From an optimization exercise on the open Yosys and OpenROAD flow, aimed at small area, a short achievable clock period and few clock cycles per item; shortcuts taken in it are not production practice. RTL that was checked went through simulation tests only; none was proved equivalent to the original. For run 2, only the layout was checked, not whether the RTL still works. Power figures rest on the tool's default switching activity, not on a simulated workload.

## flow/design.v (module list and top-level ports; edited modules follow where they fit)
// module fc_stage0: 1464 lines
// module fc_stage1: 459 lines
// module fc_stage2: 72 lines
// module fc_engine: 38 lines
// module layer_datapath: 34 lines
// module layer_sequencer: 88 lines
// module layer_top: 50 lines
module layer_top (
  input  logic  clk,
  input  logic  reset,
  input  logic  s_valid,
  output logic  s_ready,
  input  layer_pkg::data_t data_in,
  output logic  m_valid,
  input  logic  m_ready,
  output layer_pkg::data_t data_out
);
  // ...
==> flow/flow/run.sh <==
#!/bin/bash
# The standard layout with two changes:
# - Yosys's synth runs without its quick ABC pass (-noabc), so the adder tree reaches
#   extract_fa as written and maps to full and half adder cells without inverters
#   between them. The rest of synthesis (including the final ABC mapping) is standard.
# - The port buffers are buf_2 cells instead of the delay cells buffer_ports picks.
# - Timing repair aims for a setup slack of 5.6 ns (a period of 8 - 5.6 ns); the clock and
#   its constraints are unchanged.
# Every other step is the standard one. Each tool's output is in flow_make.log and in
# ORFS's own logs under orfs/logs.
set -euo pipefail
cd "$(dirname "$0")/.."
sed '1s/yosys synth -nofsm -noshare /yosys synth -nofsm -noshare -noabc /' synth_recipe.tcl > noabc_synth.tcl
grep -q -- '-noabc' noabc_synth.tcl
sed "s#SYNTH_SCRIPT=[^ ]*#SYNTH_SCRIPT=$PWD/noabc_synth.tcl 'BUFFER_PORTS_ARGS=-buffer_cell sky130_fd_sc_hd__buf_2' SETUP_SLACK_MARGIN=5.6#" standard.sh > noabc_standard.sh
grep -q 'noabc_synth.tcl' noabc_standard.sh
bash noabc_standard.sh > flow_make.log 2>&1
test -f out/final.def
==> flow/standard.sh <==
#!/bin/bash
# synth_recipe.tcl (not shown) runs the flow's synth.tcl, then flattens the netlist and writes it again
# the make line also repeats each setting of config.mk as NAME=value (left out here)
make -C /OpenROAD-flow-scripts/flow DESIGN_CONFIG=/design/flow/config.mk WORK_HOME=/design/flow/orfs CLKGATE_MAP_FILE= SYNTH_SCRIPT=/design/flow/synth_recipe.tcl "${@:-finish}"
==> flow/config.mk <==
export PLATFORM = sky130hd
export DESIGN_NAME = layer_top
export DESIGN_NICKNAME = layer_top
export VERILOG_FILES = /design/flow/design.v
export SDC_FILE = /design/flow/constraint.sdc
export NUM_CORES = 4
export LEC_CHECK = 0
export CAP_MARGIN = 20
export CORE_MARGIN = 2
export CORE_UTILIZATION = 40
export CTS_CLUSTER_DIAMETER = 120
export CTS_CLUSTER_SIZE = 20
export PLACE_DENSITY = 0.6
export SLEW_MARGIN = 20
==> flow/constraint.sdc <==
create_clock -name core_clock -period 8.0 [get_ports {clk}]
set_input_delay 1.6000 -clock core_clock [delete_from_list [all_inputs] [get_ports {clk}]]
set_output_delay 1.6000 -clock core_clock [all_outputs]
set_load 0.01 [all_outputs]
==> flow_summary_export.csv, run 1 <==
group,metric,value,unit
worst_setup_path,slowest_stage,"fa_1",
worst_setup_path,worstPathArrival,3.27,ns
finish,final_common_cell,"xnor2_1",
die,die_h,294,µm
run_status,status,"finished clean",
placed_design,dpl.hpwl,81900,µm
placed_design,dpl.cell_count,3478,
die,core,83400,µm²
worst_setup_path,critPathKind,"reg -> reg",
sta,finClkSkew,0.0436,ns
route,met3_length,7430,µm
yosys,ys_ff_latch,651,
yosys,netlist_area,33600,µm²
placed_design,port_buffers,36,
finish,area_delta_synth_final,19.1,%
finish,bufAreaShareNonClock,5.76,%
placed_design,placed_area,34800,µm²
finish,final_cell_area,40000,µm²
worst_setup_path,cp_top_family,"compound AO/OA/AOI/OAI gates",
finish,regMostFlops,"i_datapath.i_engine.r1_q",
global_route,grt_pass1_wl,159000,µm
die,start_util,40.3,%
global_route,grt_use_total,25.6,%
yosys,synthTopCellsByCount,"xnor2_1, a22oi_1, dfxtp_1, fa_1, edfxtp_1",
min_path,hp-class,"reg -> reg",
pwr,p_sw,0.00170,W
pwr,cellLeakagePower,14.3,nW
finish,seq_cell_count,651,
die,tapCellCount,1080,
route,dr.pass1.iters,6,
sta,finalSetupViolations,0,
finish,final_cell_count_no_fill,3740,
cts,worstSkewPairLatency,0.62,ns
Testbench counts, summed over its fixed seeds: cycles 3,160, vectors 192.
==> module fc_stage2, before the edit <==
module fc_stage2 (
  input  logic [47:0] r,
  output logic [15:0]     y      
);
  logic cs362;
  assign cs362 = r[0] ^ r[1];
  logic cc362;
  assign cc362 = r[0] & r[1];
  logic cs363;
  assign cs363 = r[3] ^ r[4] ^ r[5];
  logic cc363;
  assign cc363 = (r[3] & r[4]) | (r[3] & r[5]) | (r[4] & r[5]);
  logic cs364;
  assign cs364 = r[6] ^ r[7] ^ r[8];
  logic cc364;
  assign cc364 = (r[6] & r[7]) | (r[6] & r[8]) | (r[7] & r[8]);
  logic cs365;
  assign cs365 = r[10] ^ r[11] ^ r[9];
  logic cc365;
  assign cc365 = (r[10] & r[11]) | (r[10] & r[9]) | (r[11] & r[9]);
  logic cs366;
  assign cs366 = r[12] ^ r[13] ^ r[14];
  logic cc366;
  assign cc366 = (r[12] & r[13]) | (r[12] & r[14]) | (r[13] & r[14]);
  logic cs367;
  assign cs367 = r[15] ^ r[16] ^ r[17];
  logic cc367;
  assign cc367 = (r[15] & r[16]) | (r[15] & r[17]) | (r[16] & r[17]);
  logic cs368;
  assign cs368 = r[18] ^ r[19] ^ r[20];
  logic cc368;
  assign cc368 = (r[18] & r[19]) | (r[18] & r[20]) | (r[19] & r[20]);
  logic cs369;
  assign cs369 = r[21] ^ r[22] ^ r[23];
  logic cc369;
  assign cc369 = (r[21] & r[22]) | (r[21] & r[23]) | (r[22] & r[23]);
  logic cs370;
  assign cs370 = r[24] ^ r[25] ^ r[26];
  logic cc370;
  assign cc370 = (r[24] & r[25]) | (r[24] & r[26]) | (r[25] & r[26]);
  logic cs371;
  assign cs371 = r[27] ^ r[28] ^ r[29];
  logic cc371;
  assign cc371 = (r[27] & r[28]) | (r[27] & r[29]) | (r[28] & r[29]);
  logic cs372;
  assign cs372 = r[30] ^ r[31] ^ r[32];
  logic cc372;
  assign cc372 = (r[30] & r[31]) | (r[30] & r[32]) | (r[31] & r[32]);
  logic cs373;
  assign cs373 = r[33] ^ r[34] ^ r[35];
  logic cc373;
  assign cc373 = (r[33] & r[34]) | (r[33] & r[35]) | (r[34] & r[35]);
  logic cs374;
  assign cs374 = r[36] ^ r[37] ^ r[38];
  logic cc374;
  assign cc374 = (r[36] & r[37]) | (r[36] & r[38]) | (r[37] & r[38]);
  logic cs375;
  assign cs375 = r[39] ^ r[40] ^ r[41];
  logic cc375;
  assign cc375 = (r[39] & r[40]) | (r[39] & r[41]) | (r[40] & r[41]);
  logic cs376;
  assign cs376 = r[42] ^ r[43] ^ r[44];
  logic cc376;
  assign cc376 = (r[42] & r[43]) | (r[42] & r[44]) | (r[43] & r[44]);
  logic cs377;
  assign cs377 = r[45] ^ r[46] ^ r[47];
  logic [15:0] opa, opb, sum;
  assign opa = {cs377, cc375, cc374, cc373, cc372, cc371, cc370, cc369, cc368, cc367, cc366, cc365, cc364, cc363, cc362, r[2]};
  assign opb = {cc376, cs376, cs375, cs374, cs373, cs372, cs371, cs370, cs369, cs368, cs367, cs366, cs365, cs364, cs363, cs362};
  assign sum = opa + opb;              
  assign y   = sum[15] ? '0 : sum;        
endmodule
==> module fc_engine, before the edit <==
module fc_engine (
  input  logic         clk,
  input  logic [127:0] x,        
  input  logic [15:0]  j,        
  input  logic         issue,    
  output logic [15:0]  y
);
  logic [111:0] bc_d, bc_q;
  logic [157:0] r1_d, r1_q;
  logic [47:0] r2_d, r2_q;
  logic [15:0] jn;
  assign jn = issue ? {j[14:0], j[15]} : j;
  assign bc_d =
    ({112{jn[0]}} & 112'h01a5a4db4ea86346015181015a45) |
    ({112{jn[1]}} & 112'h010924d271a4836d006a31256580) |
    ({112{jn[2]}} & 112'h0164b8d070588c0020126da450ae) |
    ({112{jn[3]}} & 112'h0154b49c86a68596c0e58e428368) |
    ({112{jn[4]}} & 112'h002d20524954628600e228000248) |
    ({112{jn[5]}} & 112'h01a1429a0dc1618d140a29c46208) |
    ({112{jn[6]}} & 112'h0196085031a1654da56206c46a49) |
    ({112{jn[7]}} & 112'h0130028a86205370b70381aada0e) |
    ({112{jn[8]}} & 112'h00c92692a924dc71c86406caea05) |
    ({112{jn[9]}} & 112'h01b5156a0e001b80a09a29cae58e) |
    ({112{jn[10]}} & 112'h00ff06eb81a09a1500e268c01045) |
    ({112{jn[11]}} & 112'h011b201208c4000ea7034e20e380) |
    ({112{jn[12]}} & 112'h0128030c01228056b4828520eb6d) |
    ({112{jn[13]}} & 112'h00fda45169405200555229a05256) |
    ({112{jn[14]}} & 112'h00e1c8624e54d006a7024ea31c00) |
    ({112{jn[15]}} & 112'h00f8200431b6d049a30195008356);
  always_ff @(posedge clk) begin
    bc_q <= bc_d;
    r1_q <= r1_d;
    r2_q <= r2_d;
  end
  fc_stage0 i_stage0 (.x(x), .bc(bc_q), .r(r1_d));
  fc_stage1 i_stage1 (.r(r1_q), .q(r2_d));
  fc_stage2 i_stage2 (.r(r2_q), .y(y));
endmodule
==> run 2, diff against run 1 <==
--- a/flow/design.v
+++ b/flow/design.v
@@ -1626,555 +1626,539 @@
   assign r[153] = as256;   
   assign r[154] = ac230;   
   assign r[155] = ac231;   
   assign r[156] = ac232;   
   assign r[157] = ac233;   
 endmodule
 module fc_stage1 (
   input  logic [157:0] r,
-  output logic [47:0] q
+  output logic [31:0] q
 );
   logic bs257;
   assign bs257 = r[0] ^ r[1] ^ r[2];
   logic bc257;
   assign bc257 = (r[0] & r[1]) | (r[0] & r[2]) | (r[1] & r[2]);
   logic bs258;
   assign bs258 = r[3] ^ r[4] ^ r[5];
   logic bc258;
   assign bc258 = (r[3] & r[4]) | (r[3] & r[5]) | (r[4] & r[5]);
   logic bs259;
   assign bs259 = r[6] ^ r[7] ^ r[8];
   logic bc259;
   assign bc259 = (r[6] & r[7]) | (r[6] & r[8]) | (r[7] & r[8]);
   logic bs260;
-  assign bs260 = r[10] ^ r[11] ^ r[12];
+  assign bs260 = bs257 ^ bs258;
   logic bc260;
-  assign bc260 = (r[10] & r[11]) | (r[10] & r[12]) | (r[11] & r[12]);
+  assign bc260 = bs257 & bs258;
   logic bs261;
-  assign bs261 = r[13] ^ r[14] ^ r[15];
+  assign bs261 = r[10] ^ r[11] ^ r[12];
   logic bc261;
-  assign bc261 = (r[13] & r[14]) | (r[13] & r[15]) | (r[14] & r[15]);
+  assign bc261 = (r[10] & r[11]) | (r[10] & r[12]) | (r[11] & r[12]);
   logic bs262;
-  assign bs262 = r[16] ^ r[17] ^ r[9];
+  assign bs262 = r[13] ^ r[14] ^ r[15];
   logic bc262;
-  assign bc262 = (r[16] & r[17]) | (r[16] & r[9]) | (r[17] & r[9]);
+  assign bc262 = (r[13] & r[14]) | (r[13] & r[15]) | (r[14] & r[15]);
   logic bs263;
-  assign bs263 = bc257 ^ bc258 ^ bc259;
+  assign bs263 = r[16] ^ r[17] ^ r[9];
   logic bc263;
-  assign bc263 = (bc257 & bc258) | (bc257 & bc259) | (bc258 & bc259);
+  assign bc263 = (r[16] & r[17]) | (r[16] & r[9]) | (r[17] & r[9]);
   logic bs264;
-  assign bs264 = bs260 ^ bs261;
+  assign bs264 = bc257 ^ bc258 ^ bc259;
   logic bc264;
-  assign bc264 = bs260 & bs261;
+  assign bc264 = (bc257 & bc258) | (bc257 & bc259) | (bc258 & bc259);
   logic bs265;
-  assign bs265 = r[18] ^ r[19] ^ r[20];
+  assign bs265 = bs261 ^ bs262 ^ bs263;
   logic bc265;
-  assign bc265 = (r[18] & r[19]) | (r[18] & r[20]) | (r[19] & r[20]);
+  assign bc265 = (bs261 & bs262) | (bs261 & bs263) | (bs262 & bs263);
   logic bs266;
-  assign bs266 = r[21] ^ r[22] ^ r[23];
+  assign bs266 = bc260 ^ bs264;
   logic bc266;
-  assign bc266 = (r[21] & r[22]) | (r[21] & r[23]) | (r[22] & r[23]);
+  assign bc266 = bc260 & bs264;
   logic bs267;
-  assign bs267 = r[24] ^ r[25] ^ r[26];
+  assign bs267 = r[18] ^ r[19] ^ r[20];
   logic bc267;
-  assign bc267 = (r[24] & r[25]) | (r[24] & r[26]) | (r[25] & r[26]);
+  assign bc267 = (r[18] & r[19]) | (r[18] & r[20]) | (r[19] & r[20]);
   logic bs268;
-  assign bs268 = r[27] ^ bc260 ^ bc261;
+  assign bs268 = r[21] ^ r[22] ^ r[23];
   logic bc268;
-  assign bc268 = (r[27] & bc260) | (r[27] & bc261) | (bc260 & bc261);
+  assign bc268 = (r[21] & r[22]) | (r[21] & r[23]) | (r[22] & r[23]);
   logic bs269;
-  assign bs269 = bc262 ^ bs265 ^ bs266;
+  assign bs269 = r[24] ^ r[25] ^ r[26];
   logic bc269;
-  assign bc269 = (bc262 & bs265) | (bc262 & bs266) | (bs265 & bs266);
+  assign bc269 = (r[24] & r[25]) | (r[24] & r[26]) | (r[25] & r[26]);
   logic bs270;
-  assign bs270 = bs267 ^ bc264 ^ bc263;
+  assign bs270 = r[27] ^ bc261 ^ bc262;
   logic bc270;
-  assign bc270 = (bs267 & bc264) | (bs267 & bc263) | (bc264 & bc263);
+  assign bc270 = (r[27] & bc261) | (r[27] & bc262) | (bc261 & bc262);
   logic bs271;
-  assign bs271 = r[28] ^ r[29] ^ r[30];
+  assign bs271 = bc263 ^ bs267 ^ bs268;
   logic bc271;
-  assign bc271 = (r[28] & r[29]) | (r[28] & r[30]) | (r[29] & r[30]);
+  assign bc271 = (bc263 & bs267) | (bc263 & bs268) | (bs267 & bs268);
   logic bs272;
-  assign bs272 = r[31] ^ r[32] ^ r[33];
+  assign bs272 = bs269 ^ bc264 ^ bc265;
   logic bc272;
-  assign bc272 = (r[31] & r[32]) | (r[31] & r[33]) | (r[32] & r[33]);
+  assign bc272 = (bs269 & bc264) | (bs269 & bc265) | (bc264 & bc265);
   logic bs273;
-  assign bs273 = r[34] ^ r[35] ^ r[36];
+  assign bs273 = bs270 ^ bs271 ^ bc266;
   logic bc273;
-  assign bc273 = (r[34] & r[35]) | (r[34] & r[36]) | (r[35] & r[36]);
+  assign bc273 = (bs270 & bs271) | (bs270 & bc266) | (bs271 & bc266);
   logic bs274;
-  assign bs274 = r[37] ^ bc265 ^ bc266;
+  assign bs274 = r[28] ^ r[29] ^ r[30];
   logic bc274;
-  assign bc274 = (r[37] & bc265) | (r[37] & bc266) | (bc265 & bc266);
+  assign bc274 = (r[28] & r[29]) | (r[28] & r[30]) | (r[29] & r[30]);
   logic bs275;
-  assign bs275 = bc267 ^ bs271 ^ bs272;
+  assign bs275 = r[31] ^ r[32] ^ r[33];
   logic bc275;
-  assign bc275 = (bc267 & bs271) | (bc267 & bs272) | (bs271 & bs272);
+  assign bc275 = (r[31] & r[32]) | (r[31] & r[33]) | (r[32] & r[33]);
   logic bs276;
-  assign bs276 = bs273 ^ bc268 ^ bc269;
+  assign bs276 = r[34] ^ r[35] ^ r[36];
   logic bc276;
-  assign bc276 = (bs273 & bc268) | (bs273 & bc269) | (bc268 & bc269);
+  assign bc276 = (r[34] & r[35]) | (r[34] & r[36]) | (r[35] & r[36]);
   logic bs277;
-  assign bs277 = bs274 ^ bs275;
+  assign bs277 = r[37] ^ bc267 ^ bc268;
   logic bc277;
-  assign bc277 = bs274 & bs275;
+  assign bc277 = (r[37] & bc267) | (r[37] & bc268) | (bc267 & bc268);
   logic bs278;
-  assign bs278 = r[38] ^ r[39] ^ r[40];
+  assign bs278 = bc269 ^ bs274 ^ bs275;
   logic bc278;
-  assign bc278 = (r[38] & r[39]) | (r[38] & r[40]) | (r[39] & r[40]);
+  assign bc278 = (bc269 & bs274) | (bc269 & bs275) | (bs274 & bs275);
   logic bs279;
-  assign bs279 = r[41] ^ r[42] ^ r[43];
+  assign bs279 = bs276 ^ bc270 ^ bc271;
   logic bc279;
-  assign bc279 = (r[41] & r[42]) | (r[41] & r[43]) | (r[42] & r[43]);
+  assign bc279 = (bs276 & bc270) | (bs276 & bc271) | (bc270 & bc271);
   logic bs280;
-  assign bs280 = r[44] ^ r[45] ^ r[46];
+  assign bs280 = bs277 ^ bs278 ^ bc272;
   logic bc280;
-  assign bc280 = (r[44] & r[45]) | (r[44] & r[46]) | (r[45] & r[46]);
+  assign bc280 = (bs277 & bs278) | (bs277 & bc272) | (bs278 & bc272);
   logic bs281;
-  assign bs281 = r[47] ^ bc271 ^ bc272;
+  assign bs281 = bs279 ^ bc273;
   logic bc281;
-  assign bc281 = (r[47] & bc271) | (r[47] & bc272) | (bc271 & bc272);
+  assign bc281 = bs279 & bc273;
   logic bs282;
-  assign bs282 = bc273 ^ bs278 ^ bs279;
+  assign bs282 = r[38] ^ r[39] ^ r[40];
   logic bc282;
-  assign bc282 = (bc273 & bs278) | (bc273 & bs279) | (bs278 & bs279);
+  assign bc282 = (r[38] & r[39]) | (r[38] & r[40]) | (r[39] & r[40]);
   logic bs283;
-  assign bs283 = bs280 ^ bc274 ^ bc275;
+  assign bs283 = r[41] ^ r[42] ^ r[43];
   logic bc283;
-  assign bc283 = (bs280 & bc274) | (bs280 & bc275) | (bc274 & bc275);
+  assign bc283 = (r[41] & r[42]) | (r[41] & r[43]) | (r[42] & r[43]);
   logic bs284;
-  assign bs284 = bs281 ^ bs282 ^ bc277;
+  assign bs284 = r[44] ^ r[45] ^ r[46];
   logic bc284;
-  assign bc284 = (bs281 & bs282) | (bs281 & bc277) | (bs282 & bc277);
+  assign bc284 = (r[44] & r[45]) | (r[44] & r[46]) | (r[45] & r[46]);
   logic bs285;
-  assign bs285 = r[48] ^ r[49] ^ r[50];
+  assign bs285 = r[47] ^ bc274 ^ bc275;
   logic bc285;
-  assign bc285 = (r[48] & r[49]) | (r[48] & r[50]) | (r[49] & r[50]);
+  assign bc285 = (r[47] & bc274) | (r[47] & bc275) | (bc274 & bc275);
   logic bs286;
-  assign bs286 = r[51] ^ r[52] ^ r[53];
+  assign bs286 = bc276 ^ bs282 ^ bs283;
   logic bc286;
-  assign bc286 = (r[51] & r[52]) | (r[51] & r[53]) | (r[52] & r[53]);
+  assign bc286 = (bc276 & bs282) | (bc276 & bs283) | (bs282 & bs283);
   logic bs287;
-  assign bs287 = r[54] ^ r[55] ^ r[56];
+  assign bs287 = bs284 ^ bc277 ^ bc278;
   logic bc287;
-  assign bc287 = (r[54] & r[55]) | (r[54] & r[56]) | (r[55] & r[56]);
+  assign bc287 = (bs284 & bc277) | (bs284 & bc278) | (bc277 & bc278);
   logic bs288;
-  assign bs288 = r[57] ^ bc278 ^ bc279;
+  assign bs288 = bs285 ^ bs286 ^ bc279;
   logic bc288;
-  assign bc288 = (r[57] & bc278) | (r[57] & bc279) | (bc278 & bc279);
+  assign bc288 = (bs285 & bs286) | (bs285 & bc279) | (bs286 & bc279);
   logic bs289;
-  assign bs289 = bc280 ^ bs285 ^ bs286;
+  assign bs289 = bs287 ^ bc280 ^ bs288;
   logic bc289;
-  assign bc289 = (bc280 & bs285) | (bc280 & bs286) | (bs285 & bs286);
+  assign bc289 = (bs287 & bc280) | (bs287 & bs288) | (bc280 & bs288);
   logic bs290;
-  assign bs290 = bs287 ^ bc281 ^ bc282;
+  assign bs290 = r[48] ^ r[49] ^ r[50];
   logic bc290;
-  assign bc290 = (bs287 & bc281) | (bs287 & bc282) | (bc281 & bc282);
+  assign bc290 = (r[48] & r[49]) | (r[48] & r[50]) | (r[49] & r[50]);
   logic bs291;
-  assign bs291 = bs288 ^ bs289 ^ bc283;
+  assign bs291 = r[51] ^ r[52] ^ r[53];
   logic bc291;
-  assign bc291 = (bs288 & bs289) | (bs288 & bc283) | (bs289 & bc283);
+  assign bc291 = (r[51] & r[52]) | (r[51] & r[53]) | (r[52] & r[53]);
   logic bs292;
-  assign bs292 = r[58] ^ r[59] ^ r[60];
+  assign bs292 = r[54] ^ r[55] ^ r[56];
   logic bc292;
-  assign bc292 = (r[58] & r[59]) | (r[58] & r[60]) | (r[59] & r[60]);
+  assign bc292 = (r[54] & r[55]) | (r[54] & r[56]) | (r[55] & r[56]);
   logic bs293;
-  assign bs293 = r[61] ^ r[62] ^ r[63];
+  assign bs293 = r[57] ^ bc282 ^ bc283;
   logic bc293;
-  assign bc293 = (r[61] & r[62]) | (r[61] & r[63]) | (r[62] & r[63]);
+  assign bc293 = (r[57] & bc282) | (r[57] & bc283) | (bc282 & bc283);
   logic bs294;
-  assign bs294 = r[64] ^ r[65] ^ r[66];
+  assign bs294 = bc284 ^ bs290 ^ bs291;
   logic bc294;
-  assign bc294 = (r[64] & r[65]) | (r[64] & r[66]) | (r[65] & r[66]);
+  assign bc294 = (bc284 & bs290) | (bc284 & bs291) | (bs290 & bs291);
   logic bs295;
-  assign bs295 = r[67] ^ bc285 ^ bc286;
+  assign bs295 = bs292 ^ bc285 ^ bc286;
   logic bc295;
-  assign bc295 = (r[67] & bc285) | (r[67] & bc286) | (bc285 & bc286);
+  assign bc295 = (bs292 & bc285) | (bs292 & bc286) | (bc285 & bc286);
   logic bs296;
-  assign bs296 = bc287 ^ bs292 ^ bs293;
+  assign bs296 = bs293 ^ bs294 ^ bc287;
   logic bc296;
-  assign bc296 = (bc287 & bs292) | (bc287 & bs293) | (bs292 & bs293);
+  assign bc296 = (bs293 & bs294) | (bs293 & bc287) | (bs294 & bc287);
   logic bs297;
-  assign bs297 = bs294 ^ bc288 ^ bc289;
+  assign bs297 = bs295 ^ bc288 ^ bs296;
   logic bc297;
-  assign bc297 = (bs294 & bc288) | (bs294 & bc289) | (bc288 & bc289);
+  assign bc297 = (bs295 & bc288) | (bs295 & bs296) | (bc288 & bs296);
   logic bs298;
-  assign bs298 = bs295 ^ bs296 ^ bc290;
+  assign bs298 = r[58] ^ r[59] ^ r[60];
   logic bc298;
-  assign bc298 = (bs295 & bs296) | (bs295 & bc290) | (bs296 & bc290);
+  assign bc298 = (r[58] & r[59]) | (r[58] & r[60]) | (r[59] & r[60]);
   logic bs299;
-  assign bs299 = r[68] ^ r[69] ^ r[70];
+  assign bs299 = r[61] ^ r[62] ^ r[63];
   logic bc299;
-  assign bc299 = (r[68] & r[69]) | (r[68] & r[70]) | (r[69] & r[70]);
+  assign bc299 = (r[61] & r[62]) | (r[61] & r[63]) | (r[62] & r[63]);
   logic bs300;
-  assign bs300 = r[71] ^ r[72] ^ r[73];
+  assign bs300 = r[64] ^ r[65] ^ r[66];
   logic bc300;
-  assign bc300 = (r[71] & r[72]) | (r[71] & r[73]) | (r[72] & r[73]);
+  assign bc300 = (r[64] & r[65]) | (r[64] & r[66]) | (r[65] & r[66]);
   logic bs301;
-  assign bs301 = r[74] ^ r[75] ^ r[76];
+  assign bs301 = r[67] ^ bc290 ^ bc291;
   logic bc301;
-  assign bc301 = (r[74] & r[75]) | (r[74] & r[76]) | (r[75] & r[76]);
+  assign bc301 = (r[67] & bc290) | (r[67] & bc291) | (bc290 & bc291);
   logic bs302;
-  assign bs302 = r[77] ^ bc292 ^ bc293;
+  assign bs302 = bc292 ^ bs298 ^ bs299;
   logic bc302;
-  assign bc302 = (r[77] & bc292) | (r[77] & bc293) | (bc292 & bc293);
+  assign bc302 = (bc292 & bs298) | (bc292 & bs299) | (bs298 & bs299);
   logic bs303;
-  assign bs303 = bc294 ^ bs299 ^ bs300;
+  assign bs303 = bs300 ^ bc293 ^ bc294;
   logic bc303;
-  assign bc303 = (bc294 & bs299) | (bc294 & bs300) | (bs299 & bs300);
+  assign bc303 = (bs300 & bc293) | (bs300 & bc294) | (bc293 & bc294);
   logic bs304;
-  assign bs304 = bs301 ^ bc295 ^ bc296;
+  assign bs304 = bs301 ^ bs302 ^ bc295;
   logic bc304;
-  assign bc304 = (bs301 & bc295) | (bs301 & bc296) | (bc295 & bc296);
+  assign bc304 = (bs301 & bs302) | (bs301 & bc295) | (bs302 & bc295);
   logic bs305;
-  assign bs305 = bs302 ^ bs303 ^ bc297;
+  assign bs305 = bs303 ^ bc296 ^ bs304;
   logic bc305;
-  assign bc305 = (bs302 & bs303) | (bs302 & bc297) | (bs303 & bc297);
+  assign bc305 = (bs303 & bc296) | (bs303 & bs304) | (bc296 & bs304);
   logic bs306;
-  assign bs306 = r[78] ^ r[79] ^ r[80];
+  assign bs306 = r[68] ^ r[69] ^ r[70];
   logic bc306;
-  assign bc306 = (r[78] & r[79]) | (r[78] & r[80]) | (r[79] & r[80]);
+  assign bc306 = (r[68] & r[69]) | (r[68] & r[70]) | (r[69] & r[70]);
   logic bs307;
-  assign bs307 = r[81] ^ r[82] ^ r[83];
+  assign bs307 = r[71] ^ r[72] ^ r[73];
   logic bc307;
-  assign bc307 = (r[81] & r[82]) | (r[81] & r[83]) | (r[82] & r[83]);
+  assign bc307 = (r[71] & r[72]) | (r[71] & r[73]) | (r[72] & r[73]);
   logic bs308;
-  assign bs308 = r[84] ^ r[85] ^ r[86];
+  assign bs308 = r[74] ^ r[75] ^ r[76];
   logic bc308;
-  assign bc308 = (r[84] & r[85]) | (r[84] & r[86]) | (r[85] & r[86]);
+  assign bc308 = (r[74] & r[75]) | (r[74] & r[76]) | (r[75] & r[76]);
   logic bs309;
-  assign bs309 = r[87] ^ bc299 ^ bc300;
+  assign bs309 = r[77] ^ bc298 ^ bc299;
   logic bc309;
-  assign bc309 = (r[87] & bc299) | (r[87] & bc300) | (bc299 & bc300);
+  assign bc309 = (r[77] & bc298) | (r[77] & bc299) | (bc298 & bc299);
   logic bs310;
-  assign bs310 = bc301 ^ bs306 ^ bs307;
+  assign bs310 = bc300 ^ bs306 ^ bs307;
   logic bc310;
-  assign bc310 = (bc301 & bs306) | (bc301 & bs307) | (bs306 & bs307);
+  assign bc310 = (bc300 & bs306) | (bc300 & bs307) | (bs306 & bs307);
   logic bs311;
-  assign bs311 = bs308 ^ bc302 ^ bc303;
+  assign bs311 = bs308 ^ bc301 ^ bc302;
   logic bc311;
-  assign bc311 = (bs308 & bc302) | (bs308 & bc303) | (bc302 & bc303);
+  assign bc311 = (bs308 & bc301) | (bs308 & bc302) | (bc301 & bc302);
   logic bs312;
-  assign bs312 = bs309 ^ bs310 ^ bc304;
+  assign bs312 = bs309 ^ bs310 ^ bc303;
   logic bc312;
-  assign bc312 = (bs309 & bs310) | (bs309 & bc304) | (bs310 & bc304);
+  assign bc312 = (bs309 & bs310) | (bs309 & bc303) | (bs310 & bc303);
   logic bs313;
-  assign bs313 = r[88] ^ r[89] ^ r[90];
+  assign bs313 = bs311 ^ bc304 ^ bs312;
   logic bc313;
-  assign bc313 = (r[88] & r[89]) | (r[88] & r[90]) | (r[89] & r[90]);
+  assign bc313 = (bs311 & bc304) | (bs311 & bs312) | (bc304 & bs312);
   logic bs314;
-  assign bs314 = r[91] ^ r[92] ^ r[93];
+  assign bs314 = r[78] ^ r[79] ^ r[80];
   logic bc314;
-  assign bc314 = (r[91] & r[92]) | (r[91] & r[93]) | (r[92] & r[93]);
+  assign bc314 = (r[78] & r[79]) | (r[78] & r[80]) | (r[79] & r[80]);
   logic bs315;
-  assign bs315 = r[94] ^ r[95] ^ r[96];
+  assign bs315 = r[81] ^ r[82] ^ r[83];
   logic bc315;
-  assign bc315 = (r[94] & r[95]) | (r[94] & r[96]) | (r[95] & r[96]);
+  assign bc315 = (r[81] & r[82]) | (r[81] & r[83]) | (r[82] & r[83]);
   logic bs316;
-  assign bs316 = r[97] ^ bc306 ^ bc307;
+  assign bs316 = r[84] ^ r[85] ^ r[86];
   logic bc316;
-  assign bc316 = (r[97] & bc306) | (r[97] & bc307) | (bc306 & bc307);
+  assign bc316 = (r[84] & r[85]) | (r[84] & r[86]) | (r[85] & r[86]);
   logic bs317;
-  assign bs317 = bc308 ^ bs313 ^ bs314;
+  assign bs317 = r[87] ^ bc306 ^ bc307;
   logic bc317;
-  assign bc317 = (bc308 & bs313) | (bc308 & bs314) | (bs313 & bs314);
+  assign bc317 = (r[87] & bc306) | (r[87] & bc307) | (bc306 & bc307);
   logic bs318;
-  assign bs318 = bs315 ^ bc309 ^ bc310;
+  assign bs318 = bc308 ^ bs314 ^ bs315;
   logic bc318;
-  assign bc318 = (bs315 & bc309) | (bs315 & bc310) | (bc309 & bc310);
+  assign bc318 = (bc308 & bs314) | (bc308 & bs315) | (bs314 & bs315);
   logic bs319;
-  assign bs319 = bs316 ^ bs317 ^ bc311;
+  assign bs319 = bs316 ^ bc309 ^ bc310;
   logic bc319;
-  assign bc319 = (bs316 & bs317) | (bs316 & bc311) | (bs317 & bc311);
+  assign bc319 = (bs316 & bc309) | (bs316 & bc310) | (bc309 & bc310);
   logic bs320;
-  assign bs320 = r[100] ^ r[101] ^ r[102];
+  assign bs320 = bs317 ^ bs318 ^ bc311;
   logic bc320;
-  assign bc320 = (r[100] & r[101]) | (r[100] & r[102]) | (r[101] & r[102]);
+  assign bc320 = (bs317 & bs318) | (bs317 & bc311) | (bs318 & bc311);
   logic bs321;
-  assign bs321 = r[103] ^ r[104] ^ r[105];
+  assign bs321 = bs319 ^ bc312 ^ bs320;
   logic bc321;
-  assign bc321 = (r[103] & r[104]) | (r[103] & r[105]) | (r[104] & r[105]);
+  assign bc321 = (bs319 & bc312) | (bs319 & bs320) | (bc312 & bs320);
   logic bs322;
-  assign bs322 = r[106] ^ r[107] ^ r[98];
+  assign bs322 = r[88] ^ r[89] ^ r[90];
   logic bc322;
-  assign bc322 = (r[106] & r[107]) | (r[106] & r[98]) | (r[107] & r[98]);
+  assign bc322 = (r[88] & r[89]) | (r[88] & r[90]) | (r[89] & r[90]);
   logic bs323;
-  assign bs323 = r[99] ^ bc313 ^ bc314;
+  assign bs323 = r[91] ^ r[92] ^ r[93];
   logic bc323;
-  assign bc323 = (r[99] & bc313) | (r[99] & bc314) | (bc313 & bc314);
+  assign bc323 = (r[91] & r[92]) | (r[91] & r[93]) | (r[92] & r[93]);
   logic bs324;
-  assign bs324 = bc315 ^ bs320 ^ bs321;
+  assign bs324 = r[94] ^ r[95] ^ r[96];
   logic bc324;
-  assign bc324 = (bc315 & bs320) | (bc315 & bs321) | (bs320 & bs321);
+  assign bc324 = (r[94] & r[95]) | (r[94] & r[96]) | (r[95] & r[96]);
   logic bs325;
-  assign bs325 = bs322 ^ bc316 ^ bc317;
+  assign bs325 = r[97] ^ bc314 ^ bc315;
   logic bc325;
-  assign bc325 = (bs322 & bc316) | (bs322 & bc317) | (bc316 & bc317);
+  assign bc325 = (r[97] & bc314) | (r[97] & bc315) | (bc314 & bc315);
   logic bs326;
-  assign bs326 = bs323 ^ bs324 ^ bc318;
+  assign bs326 = bc316 ^ bs322 ^ bs323;
   logic bc326;
-  assign bc326 = (bs323 & bs324) | (bs323 & bc318) | (bs324 & bc318);
+  assign bc326 = (bc316 & bs322) | (bc316 & bs323) | (bs322 & bs323);
   logic bs327;
-  assign bs327 = r[108] ^ r[109] ^ r[110];
+  assign bs327 = bs324 ^ bc317 ^ bc318;
   logic bc327;
-  assign bc327 = (r[108] & r[109]) | (r[108] & r[110]) | (r[109] & r[110]);
+  assign bc327 = (bs324 & bc317) | (bs324 & bc318) | (bc317 & bc318);
   logic bs328;
-  assign bs328 = r[111] ^ r[112] ^ r[113];
+  assign bs328 = bs325 ^ bs326 ^ bc319;
   logic bc328;
-  assign bc328 = (r[111] & r[112]) | (r[111] & r[113]) | (r[112] & r[113]);
+  assign bc328 = (bs325 & bs326) | (bs325 & bc319) | (bs326 & bc319);
   logic bs329;
-  assign bs329 = r[114] ^ r[115] ^ r[116];
+  assign bs329 = bs327 ^ bc320 ^ bs328;
   logic bc329;
-  assign bc329 = (r[114] & r[115]) | (r[114] & r[116]) | (r[115] & r[116]);
+  assign bc329 = (bs327 & bc320) | (bs327 & bs328) | (bc320 & bs328);
   logic bs330;
-  assign bs330 = r[117] ^ bc320 ^ bc321;
+  assign bs330 = r[100] ^ r[101] ^ r[102];
   logic bc330;
-  assign bc330 = (r[117] & bc320) | (r[117] & bc321) | (bc320 & bc321);
+  assign bc330 = (r[100] & r[101]) | (r[100] & r[102]) | (r[101] & r[102]);
   logic bs331;
-  assign bs331 = bc322 ^ bs327 ^ bs328;
+  assign bs331 = r[103] ^ r[104] ^ r[105];
   logic bc331;
-  assign bc331 = (bc322 & bs327) | (bc322 & bs328) | (bs327 & bs328);
+  assign bc331 = (r[103] & r[104]) | (r[103] & r[105]) | (r[104] & r[105]);
   logic bs332;
-  assign bs332 = bs329 ^ bc323 ^ bc324;
+  assign bs332 = r[106] ^ r[107] ^ r[98];
   logic bc332;
-  assign bc332 = (bs329 & bc323) | (bs329 & bc324) | (bc323 & bc324);
+  assign bc332 = (r[106] & r[107]) | (r[106] & r[98]) | (r[107] & r[98]);
   logic bs333;
-  assign bs333 = bs330 ^ bs331 ^ bc325;
+  assign bs333 = r[99] ^ bc322 ^ bc323;
   logic bc333;
-  assign bc333 = (bs330 & bs331) | (bs330 & bc325) | (bs331 & bc325);
+  assign bc333 = (r[99] & bc322) | (r[99] & bc323) | (bc322 & bc323);
   logic bs334;
-  assign bs334 = r[118] ^ r[119] ^ r[120];
+  assign bs334 = bc324 ^ bs330 ^ bs331;
   logic bc334;
-  assign bc334 = (r[118] & r[119]) | (r[118] & r[120]) | (r[119] & r[120]);
+  assign bc334 = (bc324 & bs330) | (bc324 & bs331) | (bs330 & bs331);
   logic bs335;
-  assign bs335 = r[121] ^ r[122] ^ r[123];
+  assign bs335 = bs332 ^ bc325 ^ bc326;
   logic bc335;
-  assign bc335 = (r[121] & r[122]) | (r[121] & r[123]) | (r[122] & r[123]);
+  assign bc335 = (bs332 & bc325) | (bs332 & bc326) | (bc325 & bc326);
   logic bs336;
-  assign bs336 = r[124] ^ r[125] ^ r[126];
+  assign bs336 = bs333 ^ bs334 ^ bc327;
   logic bc336;
-  assign bc336 = (r[124] & r[125]) | (r[124] & r[126]) | (r[125] & r[126]);
+  assign bc336 = (bs333 & bs334) | (bs333 & bc327) | (bs334 & bc327);
   logic bs337;
-  assign bs337 = r[127] ^ bc327 ^ bc328;
+  assign bs337 = bs335 ^ bc328 ^ bs336;
   logic bc337;
-  assign bc337 = (r[127] & bc327) | (r[127] & bc328) | (bc327 & bc328);
+  assign bc337 = (bs335 & bc328) | (bs335 & bs336) | (bc328 & bs336);
   logic bs338;
-  assign bs338 = bc329 ^ bs334 ^ bs335;
+  assign bs338 = r[108] ^ r[109] ^ r[110];
   logic bc338;
-  assign bc338 = (bc329 & bs334) | (bc329 & bs335) | (bs334 & bs335);
+  assign bc338 = (r[108] & r[109]) | (r[108] & r[110]) | (r[109] & r[110]);
   logic bs339;
-  assign bs339 = bs336 ^ bc330 ^ bc331;
+  assign bs339 = r[111] ^ r[112] ^ r[113];
   logic bc339;
-  assign bc339 = (bs336 & bc330) | (bs336 & bc331) | (bc330 & bc331);
+  assign bc339 = (r[111] & r[112]) | (r[111] & r[113]) | (r[112] & r[113]);
   logic bs340;
-  assign bs340 = bs337 ^ bs338 ^ bc332;
+  assign bs340 = r[114] ^ r[115] ^ r[116];
   logic bc340;
-  assign bc340 = (bs337 & bs338) | (bs337 & bc332) | (bs338 & bc332);
+  assign bc340 = (r[114] & r[115]) | (r[114] & r[116]) | (r[115] & r[116]);
   logic bs341;
-  assign bs341 = r[128] ^ r[129] ^ r[130];
+  assign bs341 = r[117] ^ bc330 ^ bc331;
   logic bc341;
-  assign bc341 = (r[128] & r[129]) | (r[128] & r[130]) | (r[129] & r[130]);
+  assign bc341 = (r[117] & bc330) | (r[117] & bc331) | (bc330 & bc331);
   logic bs342;
-  assign bs342 = r[131] ^ r[132] ^ r[133];
+  assign bs342 = bc332 ^ bs338 ^ bs339;
   logic bc342;
-  assign bc342 = (r[131] & r[132]) | (r[131] & r[133]) | (r[132] & r[133]);
+  assign bc342 = (bc332 & bs338) | (bc332 & bs339) | (bs338 & bs339);
   logic bs343;
-  assign bs343 = r[134] ^ r[135] ^ r[136];
+  assign bs343 = bs340 ^ bc333 ^ bc334;
   logic bc343;
-  assign bc343 = (r[134] & r[135]) | (r[134] & r[136]) | (r[135] & r[136]);
+  assign bc343 = (bs340 & bc333) | (bs340 & bc334) | (bc333 & bc334);
   logic bs344;
-  assign bs344 = r[137] ^ bc334 ^ bc335;
+  assign bs344 = bs341 ^ bs342 ^ bc335;
   logic bc344;
-  assign bc344 = (r[137] & bc334) | (r[137] & bc335) | (bc334 & bc335);
+  assign bc344 = (bs341 & bs342) | (bs341 & bc335) | (bs342 & bc335);
   logic bs345;
-  assign bs345 = bc336 ^ bs341 ^ bs342;
+  assign bs345 = bs343 ^ bc336 ^ bs344;
   logic bc345;
-  assign bc345 = (bc336 & bs341) | (bc336 & bs342) | (bs341 & bs342);
+  assign bc345 = (bs343 & bc336) | (bs343 & bs344) | (bc336 & bs344);
   logic bs346;
-  assign bs346 = bs343 ^ bc337 ^ bc338;
+  assign bs346 = r[118] ^ r[119] ^ r[120];
   logic bc346;
-  assign bc346 = (bs343 & bc337) | (bs343 & bc338) | (bc337 & bc338);
+  assign bc346 = (r[118] & r[119]) | (r[118] & r[120]) | (r[119] & r[120]);
   logic bs347;
-  assign bs347 = bs344 ^ bs345 ^ bc339;
+  assign bs347 = r[121] ^ r[122] ^ r[123];
   logic bc347;
-  assign bc347 = (bs344 & bs345) | (bs344 & bc339) | (bs345 & bc339);
+  assign bc347 = (r[121] & r[122]) | (r[121] & r[123]) | (r[122] & r[123]);
   logic bs348;
-  assign bs348 = r[138] ^ r[139] ^ r[140];
+  assign bs348 = r[124] ^ r[125] ^ r[126];
   logic bc348;
-  assign bc348 = (r[138] & r[139]) | (r[138] & r[140]) | (r[139] & r[140]);
+  assign bc348 = (r[124] & r[125]) | (r[124] & r[126]) | (r[125] & r[126]);
   logic bs349;
-  assign bs349 = r[141] ^ r[142] ^ r[143];
+  assign bs349 = r[127] ^ bc338 ^ bc339;
   logic bc349;
-  assign bc349 = (r[141] & r[142]) | (r[141] & r[143]) | (r[142] & r[143]);
+  assign bc349 = (r[127] & bc338) | (r[127] & bc339) | (bc338 & bc339);
   logic bs350;
-  assign bs350 = r[144] ^ r[145] ^ r[146];
+  assign bs350 = bc340 ^ bs346 ^ bs347;
   logic bc350;
-  assign bc350 = (r[144] & r[145]) | (r[144] & r[146]) | (r[145] & r[146]);
+  assign bc350 = (bc340 & bs346) | (bc340 & bs347) | (bs346 & bs347);
   logic bs351;
-  assign bs351 = r[147] ^ bc341 ^ bc342;
+  assign bs351 = bs348 ^ bc341 ^ bc342;
   logic bc351;
-  assign bc351 = (r[147] & bc341) | (r[147] & bc342) | (bc341 & bc342);
+  assign bc351 = (bs348 & bc341) | (bs348 & bc342) | (bc341 & bc342);
   logic bs352;
-  assign bs352 = bc343 ^ bs348 ^ bs349;
+  assign bs352 = bs349 ^ bs350 ^ bc343;
   logic bc352;
-  assign bc352 = (bc343 & bs348) | (bc343 & bs349) | (bs348 & bs349);
+  assign bc352 = (bs349 & bs350) | (bs349 & bc343) | (bs350 & bc343);
   logic bs353;
-  assign bs353 = bs350 ^ bc344 ^ bc345;
+  assign bs353 = bs351 ^ bc344 ^ bs352;
   logic bc353;
-  assign bc353 = (bs350 & bc344) | (bs350 & bc345) | (bc344 & bc345);
+  assign bc353 = (bs351 & bc344) | (bs351 & bs352) | (bc344 & bs352);
   logic bs354;
-  assign bs354 = bs351 ^ bs352 ^ bc346;
+  assign bs354 = r[128] ^ r[129] ^ r[130];
   logic bc354;
-  assign bc354 = (bs351 & bs352) | (bs351 & bc346) | (bs352 & bc346);
+  assign bc354 = (r[128] & r[129]) | (r[128] & r[130]) | (r[129] & r[130]);
   logic bs355;
-  assign bs355 = r[148] ^ r[149] ^ r[150];
+  assign bs355 = r[131] ^ r[132] ^ r[133];
+  logic bc355;
+  assign bc355 = (r[131] & r[132]) | (r[131] & r[133]) | (r[132] & r[133]);
   logic bs356;
-  assign bs356 = r[151] ^ r[152] ^ r[153];
+  assign bs356 = r[134] ^ r[135] ^ r[136];
+  logic bc356;
+  assign bc356 = (r[134] & r[135]) | (r[134] & r[136]) | (r[135] & r[136]);
   logic bs357;
-  assign bs357 = r[154] ^ r[155] ^ r[156];
+  assign bs357 = r[137] ^ bc346 ^ bc347;
+  logic bc357;
+  assign bc357 = (r[137] & bc346) | (r[137] & bc347) | (bc346 & bc347);
   logic bs358;
-  assign bs358 = r[157] ^ bs355 ^ bs356;
+  assign bs358 = bc348 ^ bs354 ^ bs355;
+  logic bc358;
+  assign bc358 = (bc348 & bs354) | (bc348 & bs355) | (bs354 & bs355);
   logic bs359;
-  assign bs359 = bs357 ^ bc348 ^ bc349;
+  assign bs359 = bs356 ^ bc349 ^ bc350;
+  logic bc359;
+  assign bc359 = (bs356 & bc349) | (bs356 & bc350) | (bc349 & bc350);
   logic bs360;
-  assign bs360 = bc350 ^ bs358 ^ bs359;
+  assign bs360 = bs357 ^ bs358 ^ bc351;
+  logic bc360;
+  assign bc360 = (bs357 & bs358) | (bs357 & bc351) | (bs358 & bc351);
   logic bs361;
-  assign bs361 = bc351 ^ bc352 ^ bs360;
-  assign q[0] = bs257;   
-  assign q[1] = bs258;   
-  assign q[2] = bs259;   
-  assign q[3] = bs262;   
-  assign q[4] = bs264;   
-  assign q[5] = bs263;   
-  assign q[6] = bs268;   
-  assign q[7] = bs269;   
-  assign q[8] = bs270;   
-  assign q[9] = bs277;   
-  assign q[10] = bc270;   
-  assign q[11] = bs276;   
-  assign q[12] = bc276;   
-  assign q[13] = bs283;   
-  assign q[14] = bs284;   
-  assign q[15] = bs290;   
-  assign q[16] = bc284;   
-  assign q[17] = bs291;   
-  assign q[18] = bs297;   
-  assign q[19] = bc291;   
-  assign q[20] = bs298;   
-  assign q[21] = bs304;   
-  assign q[22] = bc298;   
-  assign q[23] = bs305;   
-  assign q[24] = bs311;   
-  assign q[25] = bc305;   
-  assign q[26] = bs312;   
-  assign q[27] = bs318;   
-  assign q[28] = bc312;   
-  assign q[29] = bs319;   
-  assign q[30] = bs325;   
-  assign q[31] = bc319;   
-  assign q[32] = bs326;   
-  assign q[33] = bs332;   
-  assign q[34] = bc326;   
-  assign q[35] = bs333;   
-  assign q[36] = bs339;   
-  assign q[37] = bc333;   
-  assign q[38] = bs340;   
-  assign q[39] = bs346;   
-  assign q[40] = bc340;   
-  assign q[41] = bs347;   
-  assign q[42] = bs353;   
-  assign q[43] = bc347;   
-  assign q[44] = bs354;   
-  assign q[45] = bc353;   
-  assign q[46] = bs361;   
-  assign q[47] = bc354;   
+  assign bs361 = bs359 ^ bc352 ^ bs360;
+  logic bc361;
+  assign bc361 = (bs359 & bc352) | (bs359 & bs360) | (bc352 & bs360);
+  logic bs362;
+  assign bs362 = r[138] ^ r[139] ^ r[140];
+  logic bc362;
+  assign bc362 = (r[138] & r[139]) | (r[138] & r[140]) | (r[139] & r[140]);
+  logic bs363;
+  assign bs363 = r[141] ^ r[142] ^ r[143];
+  logic bc363;
+  assign bc363 = (r[141] & r[142]) | (r[141] & r[143]) | (r[142] & r[143]);
+  logic bs364;
+  assign bs364 = r[144] ^ r[145] ^ r[146];
+  logic bc364;
+  assign bc364 = (r[144] & r[145]) | (r[144] & r[146]) | (r[145] & r[146]);
+  logic bs365;
+  assign bs365 = r[147] ^ bc354 ^ bc355;
+  logic bc365;
+  assign bc365 = (r[147] & bc354) | (r[147] & bc355) | (bc354 & bc355);
+  logic bs366;
+  assign bs366 = bc356 ^ bs362 ^ bs363;
+  logic bc366;
+  assign bc366 = (bc356 & bs362) | (bc356 & bs363) | (bs362 & bs363);
+  logic bs367;
+  assign bs367 = bs364 ^ bc357 ^ bc358;
+  logic bc367;
+  assign bc367 = (bs364 & bc357) | (bs364 & bc358) | (bc357 & bc358);
+  logic bs368;
+  assign bs368 = bs365 ^ bs366 ^ bc359;
+  logic bc368;
+  assign bc368 = (bs365 & bs366) | (bs365 & bc359) | (bs366 & bc359);
+  logic bs369;
+  assign bs369 = bs367 ^ bc360 ^ bs368;
+  logic bc369;
+  assign bc369 = (bs367 & bc360) | (bs367 & bs368) | (bc360 & bs368);
+  logic bs370;
+  assign bs370 = r[148] ^ r[149] ^ r[150];
+  logic bs371;
+  assign bs371 = r[151] ^ r[152] ^ r[153];
+  logic bs372;
+  assign bs372 = r[154] ^ r[155] ^ r[156];
+  logic bs373;
+  assign bs373 = r[157] ^ bs370 ^ bs371;
+  logic bs374;
+  assign bs374 = bs372 ^ bc362 ^ bc363;
+  logic bs375;
+  assign bs375 = bc364 ^ bs373 ^ bs374;
+  logic bs376;
+  assign bs376 = bc365 ^ bc366 ^ bs375;
+  logic bs377;
+  assign bs377 = bc367 ^ bs376 ^ bc368;
+  assign q[0] = bs259;   
+  assign q[1] = bs260;   
+  assign q[2] = bs265;   
+  assign q[3] = bs266;   
+  assign q[4] = bs272;   
+  assign q[5] = bs273;   
+  assign q[6] = bs280;   
+  assign q[7] = bs281;   
+  assign q[8] = bc281;   
+  assign q[9] = bs289;   
+  assign q[10] = bc289;   
+  assign q[11] = bs297;   
+  assign q[12] = bc297;   
+  assign q[13] = bs305;   
+  assign q[14] = bc305;   
+  assign q[15] = bs313;   
+  assign q[16] = bc313;   
+  assign q[17] = bs321;   
+  assign q[18] = bc321;   
+  assign q[19] = bs329;   
+  assign q[20] = bc329;   
+  assign q[21] = bs337;   
+  assign q[22] = bc337;   
+  assign q[23] = bs345;   
+  assign q[24] = bc345;   
+  assign q[25] = bs353;   
+  assign q[26] = bc353;   
+  assign q[27] = bs361;   
+  assign q[28] = bc361;   
+  assign q[29] = bs369;   
+  assign q[30] = bs377;   
+  assign q[31] = bc369;   
 endmodule
 module fc_stage2 (
-  input  logic [47:0] r,
+  input  logic [31:0] r,
   output logic [15:0]     y      
 );
-  logic cs362;
-  assign cs362 = r[0] ^ r[1];
-  logic cc362;
-  assign cc362 = r[0] & r[1];
-  logic cs363;
-  assign cs363 = r[3] ^ r[4] ^ r[5];
-  logic cc363;
-  assign cc363 = (r[3] & r[4]) | (r[3] & r[5]) | (r[4] & r[5]);
-  logic cs364;
-  assign cs364 = r[6] ^ r[7] ^ r[8];
-  logic cc364;
-  assign cc364 = (r[6] & r[7]) | (r[6] & r[8]) | (r[7] & r[8]);
-  logic cs365;
-  assign cs365 = r[10] ^ r[11] ^ r[9];
-  logic cc365;
-  assign cc365 = (r[10] & r[11]) | (r[10] & r[9]) | (r[11] & r[9]);
-  logic cs366;
-  assign cs366 = r[12] ^ r[13] ^ r[14];
-  logic cc366;
-  assign cc366 = (r[12] & r[13]) | (r[12] & r[14]) | (r[13] & r[14]);
-  logic cs367;
-  assign cs367 = r[15] ^ r[16] ^ r[17];
-  logic cc367;
-  assign cc367 = (r[15] & r[16]) | (r[15] & r[17]) | (r[16] & r[17]);
-  logic cs368;
-  assign cs368 = r[18] ^ r[19] ^ r[20];
-  logic cc368;
-  assign cc368 = (r[18] & r[19]) | (r[18] & r[20]) | (r[19] & r[20]);
-  logic cs369;
-  assign cs369 = r[21] ^ r[22] ^ r[23];
-  logic cc369;
-  assign cc369 = (r[21] & r[22]) | (r[21] & r[23]) | (r[22] & r[23]);
-  logic cs370;
-  assign cs370 = r[24] ^ r[25] ^ r[26];
-  logic cc370;
-  assign cc370 = (r[24] & r[25]) | (r[24] & r[26]) | (r[25] & r[26]);
-  logic cs371;
-  assign cs371 = r[27] ^ r[28] ^ r[29];
-  logic cc371;
-  assign cc371 = (r[27] & r[28]) | (r[27] & r[29]) | (r[28] & r[29]);
-  logic cs372;
-  assign cs372 = r[30] ^ r[31] ^ r[32];
-  logic cc372;
-  assign cc372 = (r[30] & r[31]) | (r[30] & r[32]) | (r[31] & r[32]);
-  logic cs373;
-  assign cs373 = r[33] ^ r[34] ^ r[35];
-  logic cc373;
-  assign cc373 = (r[33] & r[34]) | (r[33] & r[35]) | (r[34] & r[35]);
-  logic cs374;
-  assign cs374 = r[36] ^ r[37] ^ r[38];
-  logic cc374;
-  assign cc374 = (r[36] & r[37]) | (r[36] & r[38]) | (r[37] & r[38]);
-  logic cs375;
-  assign cs375 = r[39] ^ r[40] ^ r[41];
-  logic cc375;
-  assign cc375 = (r[39] & r[40]) | (r[39] & r[41]) | (r[40] & r[41]);
-  logic cs376;
-  assign cs376 = r[42] ^ r[43] ^ r[44];
-  logic cc376;
-  assign cc376 = (r[42] & r[43]) | (r[42] & r[44]) | (r[43] & r[44]);
-  logic cs377;
-  assign cs377 = r[45] ^ r[46] ^ r[47];
   logic [15:0] opa, opb, sum;
-  assign opa = {cs377, cc375, cc374, cc373, cc372, cc371, cc370, cc369, cc368, cc367, cc366, cc365, cc364, cc363, cc362, r[2]};
-  assign opb = {cc376, cs376, cs375, cs374, cs373, cs372, cs371, cs370, cs369, cs368, cs367, cs366, cs365, cs364, cs363, cs362};
+  assign opa = {r[30], r[28], r[26], r[24], r[22], r[20], r[18], r[16], r[14], r[12], r[10], r[8], r[6], r[4], r[2], r[0]};
+  assign opb = {r[31], r[29], r[27], r[25], r[23], r[21], r[19], r[17], r[15], r[13], r[11], r[9], r[7], r[5], r[3], r[1]};
   assign sum = opa + opb;              
   assign y   = sum[15] ? '0 : sum;        
 endmodule
 module fc_engine (
   input  logic         clk,
   input  logic [127:0] x,        
   input  logic [15:0]  j,        
   input  logic         issue,    
   output logic [15:0]  y
 );
   logic [111:0] bc_d, bc_q;
   logic [157:0] r1_d, r1_q;
-  logic [47:0] r2_d, r2_q;
+  logic [31:0] r2_d, r2_q;
   logic [15:0] jn;
   assign jn = issue ? {j[14:0], j[15]} : j;
   assign bc_d =
     ({112{jn[0]}} & 112'h01a5a4db4ea86346015181015a45) |
     ({112{jn[1]}} & 112'h010924d271a4836d006a31256580) |
     ({112{jn[2]}} & 112'h0164b8d070588c0020126da450ae) |
     ({112{jn[3]}} & 112'h0154b49c86a68596c0e58e428368) |
     ({112{jn[4]}} & 112'h002d20524954628600e228000248) |
==> flow/flow/run.sh (replaced) <==
#!/bin/bash
# The standard layout with two changes:
# - Yosys's synth runs without its quick ABC pass (-noabc), so the adder tree reaches
#   extract_fa as written and maps to full and half adder cells without inverters
#   between them. The rest of synthesis (including the final ABC mapping) is standard.
# - The port buffers are buf_2 cells instead of the delay cells buffer_ports picks.
# Every other step is the standard one. Each tool's output is in flow_make.log and in
# ORFS's own logs under orfs/logs.
set -euo pipefail
cd "$(dirname "$0")/.."
sed '1s/yosys synth -nofsm -noshare /yosys synth -nofsm -noshare -noabc /' synth_recipe.tcl > noabc_synth.tcl
grep -q -- '-noabc' noabc_synth.tcl
sed "s#SYNTH_SCRIPT=[^ ]*#SYNTH_SCRIPT=$PWD/noabc_synth.tcl 'BUFFER_PORTS_ARGS=-buffer_cell sky130_fd_sc_hd__buf_2'#" standard.sh > noabc_standard.sh
grep -q 'noabc_synth.tcl' noabc_standard.sh
bash noabc_standard.sh > flow_make.log 2>&1
test -f out/final.def
--- a/flow/config.mk
+++ b/flow/config.mk
@@ -6,9 +6,10 @@
 export NUM_CORES = 4
 export LEC_CHECK = 0
 export CAP_MARGIN = 20
 export CORE_MARGIN = 2
 export CORE_UTILIZATION = 40
 export CTS_CLUSTER_DIAMETER = 120
 export CTS_CLUSTER_SIZE = 20
 export PLACE_DENSITY = 0.6
+export SETUP_SLACK_MARGIN = 5
 export SLEW_MARGIN = 20
==> run 2 against run 1 <==
  * Register-to-register slack got worse by 0.16 ns
  * Global-route usage is essentially flat
  * Total power down 6.4%
  * Combinational power shrank 32%
  * Sequential power decreased by 2%
  * Still clean
  * Worst hold slack gained 0.0019 ns
  * Cell count is 5.2% lower
  * Fmax is 5.1% lower
  * Wire length shrank 0.63%
  * Highest routed layer is now met5
  * Clock skew up 0.030 ns
==> flow_summary_export.csv, run 2 <==
group,metric,value,unit
worst_setup_path,cpPeakStageDelay,0.49,ns
sta,drv_slew,0,
die,die_h,293,µm
yosys,synthTopCellsByCount,"xnor2_1, a22oi_1, dfxtp_1, fa_1, edfxtp_1",
yosys,synth_top_area_share,26.9,%
yosys,synthesis.nets,2948,
worst_setup_path,critPathKind,"reg -> reg",
worst_setup_path,slowest_stage,"fa_1",
yosys,yosysMostFrequentCell,"xnor2_1",
sta,rsz0062_at_grt,"true",
finish,layout.nets,2826,
yosys,ys_ff_latch,635,
die,rows,106,
route,vias,21100,
sta,layout_setup_ws,4.91,ns
sta,slew_headroom,24.2,%
worst_setup_path,crit_path_cell_trace,"fa_1 -> fa_2 -> fa_2 -> fa_2 -> xor2_2 -> xnor2_2 -> xnor2_2 -> xnor2_2 -> xnor2_2",
global_route,first_global_vias,21600,
die,fp.dieW,293,µm
run_status,status,"finished clean",
route,via_per_inst,5.94,
route,drt-total-wl,110000,µm
yosys,synth-async-reset-ratio,0,%
cts,ctsHoldBuffers,0,
die,die-area,86100,µm²
finish,insertedDiodeCount,0,
placed_design,port_buffers,36,
finish,area_delta_synth_final,6.23,%
placed_design,dpl.hpwl,83900,µm
yosys,yosysWarnings,4,
placed_design,place.gp.congestion,0.994,
sta,worst_slew_pin_slew,1.14,ns
cts,path_clk_slew,0.10,ns
sta,min_period_over_period,38.6,%
sta,fmax,324,MHz
finish,final_common_cell,"xnor2_1",
sta,final_hold_viol_count,0,
worst_setup_path,worstSetupStartpointType,"flop",
sta,fin_setup_tns,0,ns
cts,post_cts_buffers,0,
worst_setup_path,cp.required,8.46,ns
die,boundaryPins,38,
cts,cts_tree,"done",
finish,regMostFlops,"i_datapath.i_engine.r1_q",
global_route,antenna_found_initial,5,
global_route,grt_use_total,25.5,%
global_route,grt_pass1_wl,157000,µm
route,antenna_violating_nets_post_route,0,
finish,final_cell_mix,"xnor2_1, a22oi_1, fa_1, edfxtp_1, dfxtp_1",
finish,reg_top3,"i_datapath.i_engine.r1_q: 158 flops, i_datapath.x_cur: 128 flops, i_datapath.x_next: 112 flops",
placed_design,dpl.cell_count,3481,
sta,layout_min_cycle_time,3.09,ns
yosys,postSynthCellCount,2563,
route,avgRoutedWirePerCell,31.1,µm
cts,numClockSinks,635,
yosys,ys.flop_type,"dfxtp_1",
yosys,netlist_area,33500,µm²
route,drtIter0Drc,2794,
route,dr.pass1.iters,9,
global_route,grt_max_degree,89,
worst_setup_path,crit_path_max_fanout,1,
pwr,power.density,176,nW/µm²
min_path,hp-class,"reg -> reg",
sta,finClkSkew,0.0736,ns
yosys,synth.avg_cell_area,13.1,µm²
yosys,yosysTopAreaCell,"edfxtp_1",
sta,hold_ws,0.332,ns
cts,worstSkewPairLatency,0.64,ns
worst_setup_path,crit_path_frequent_cell,"xnor2_2",
die,core,83300,µm²
cts,clock_path_buffers,3,
route,drcViolationCount,0,
global_route,grt_overflow_total,0,
cts,cts_buffers,38,
cts,cts-root-buf,"clkbuf_16",
cts,h-tree-depth,2,
flow_run,drv_cap,0,
worst_setup_path,critPathCaptureType,"flop",
placed_design,pre_cts_slack,4.15,ns
yosys,ys_seq_area_share,46.9,%
yosys,yosysUniqueCellTypes,72,
pwr,peakVddDrop,139,µV
finish,drive_gt1_share,8.07,%
die,start_util,40.2,%
finish,largest_register_ff_count,158,
finish,final_cell_count_no_fill,3546,
sta,finalSetupViolations,0,
worst_setup_path,worstPathArrival,3.54,ns
yosys,synthTopCellsByArea,"edfxtp_1, dfxtp_1, fa_1, xnor2_1, a22oi_1",
pwr,cellLeakagePower,12.8,nW
yosys,synth-edff-count,300,
[run 2: cell count changes in the layout (fill, tap and decap cells not counted), moves of 52 or more]
cell     previous run  this run
xnor2_2            67         4
buf_6              53         1
fa_1              168       329
buf_4             148        30
a22oi_1           222       375
dfxtp_4            60         0
a22oi_2           153         0
xnor2_1           388       449
fa_2              165         4
[run 2: final timing paths]
check                                         endpoint  cells after the start                                   from  slack [ns]
setup / recovery  i_datapath.i_engine.r2_q[30]$_DFF_P_                      9  i_datapath.i_engine.r1_q[123]$_DFF_P_        4.91
hold reg to reg    i_datapath.i_engine.r1_q[9]$_DFF_P_                      0   i_datapath.i_engine.bc_q[97]$_DFF_P_        0.33
setup reg to reg  i_datapath.i_engine.r2_q[30]$_DFF_P_                      9  i_datapath.i_engine.r1_q[123]$_DFF_P_        4.91
hold / removal     i_datapath.i_engine.r1_q[9]$_DFF_P_                      0   i_datapath.i_engine.bc_q[97]$_DFF_P_        0.33
[run 2: cell families (layout without fill, tap and decap cells)]
kind of cell	after synthesis	after routing	share of synthesized area [%]
AOI/OAI and AO/OA	497	497	11.1
xor gates and xnor gates	475	475	12.4
adders and majority gates	365	365	21.1
buffers and inverters	249	152	3.08
DFF	635	635	46.9
muxes	17	17	0.594
other	1	1	0.0112
and+or+nand+nor	324	324	4.77
[run 2: cell type report]
| type | count | area, µm² |
|---|---|---|
| fillers | 7596 | 47700 |
| multi-input cells | 1679 | 16900 |
| flip-flops and latches | 635 | 15800 |
| well taps | 1080 | 1350 |
| clock buffers | 60 | 1030 |
| repair buffers | 68 | 432 |
| clock inverters | 5 | 87.6 |
| inverters | 19 | 75.1 |
[run 2: metrics by stage]
stage               power (W)  cell area [µm²]  utilization (%)
finish                0.00626            35600             42.7
floorplan             0.00409            33500                -
global route          0.00648            35600             42.7
global placement      0.00429            34400             41.2
detailed placement    0.00431            34400             41.2
CTS                   0.00631            35500             42.7
[run 2: critical path, delay by kind of cell, from the launching register on]
kind                     cells  cell delay, ns
adder cells (fa/ha/maj)      4            1.62
XOR/XNOR                     5            0.94
flip-flops                   1            0.34
[run 2: timing repair]
action                                  4_1_cts  5_1_grt
hold endpoints to repair                      0        0
endpoints found under the setup margin      137      102
gates resized for setup                      25       28
pin swaps                                     3        6
[run 2: power breakdown]
group / switching [W] / total (W) / internal, W
Combinational: 0.000406 / 0.000625 / 0.000219
Sequential: 0.0000511 / 0.00361 / 0.00356
Clock: 0.00111 / 0.00202 / 0.000913
Total: 0.00156 / 0.00626 / 0.00470
[run 2: metal layers]
| metal | up-vias | track usage (%) | share of wire, % |
|---|---|---|---|
| met2 | 1201 | 39.6 | 45 |
| met1 | 10800 | 33.3 | 40 |
| met4 | 6 | 13.6 | 6.1 |
| met5 | - | 0 | 0.035 |
| met3 | 293 | 5.84 | 8.6 |
| li1 | 8721 | - | - |

port drivers added, routing unchanged:
The flow's constraints put no driver on any port. The routed layouts listed below were extracted and timed again, unchanged, in two steps. Step 1: set_driving_cell puts a clkbuf_16 on clk and a buf_2 on each other input, an assumption about the parent block. Step 2 times the ports against the registers' clock, not the clock port: input delays grow and output delays shrink by t, the midpoint of the rising clock arrivals with the driver on. a / b / c = ideal ports / drivers / drivers and shift; a / b = the first two.
| run | t (ns) | slack for setup (ns) | worst setup path after step 2 | cell pins on the clock port's net |
|---|---|---|---|---|
| run 1 | 0.668 | 5.070 / 5.070 / 4.998 | input to register | 1 |
| run 2 | 0.667 | 4.914 / 4.914 / 4.478 | input to register | 1 |
After both steps setup and hold are still met in every run listed. For run 2, which loses most, drivers alone change the setup slack by 0.000 ns; drivers and shift together by -0.436 ns.
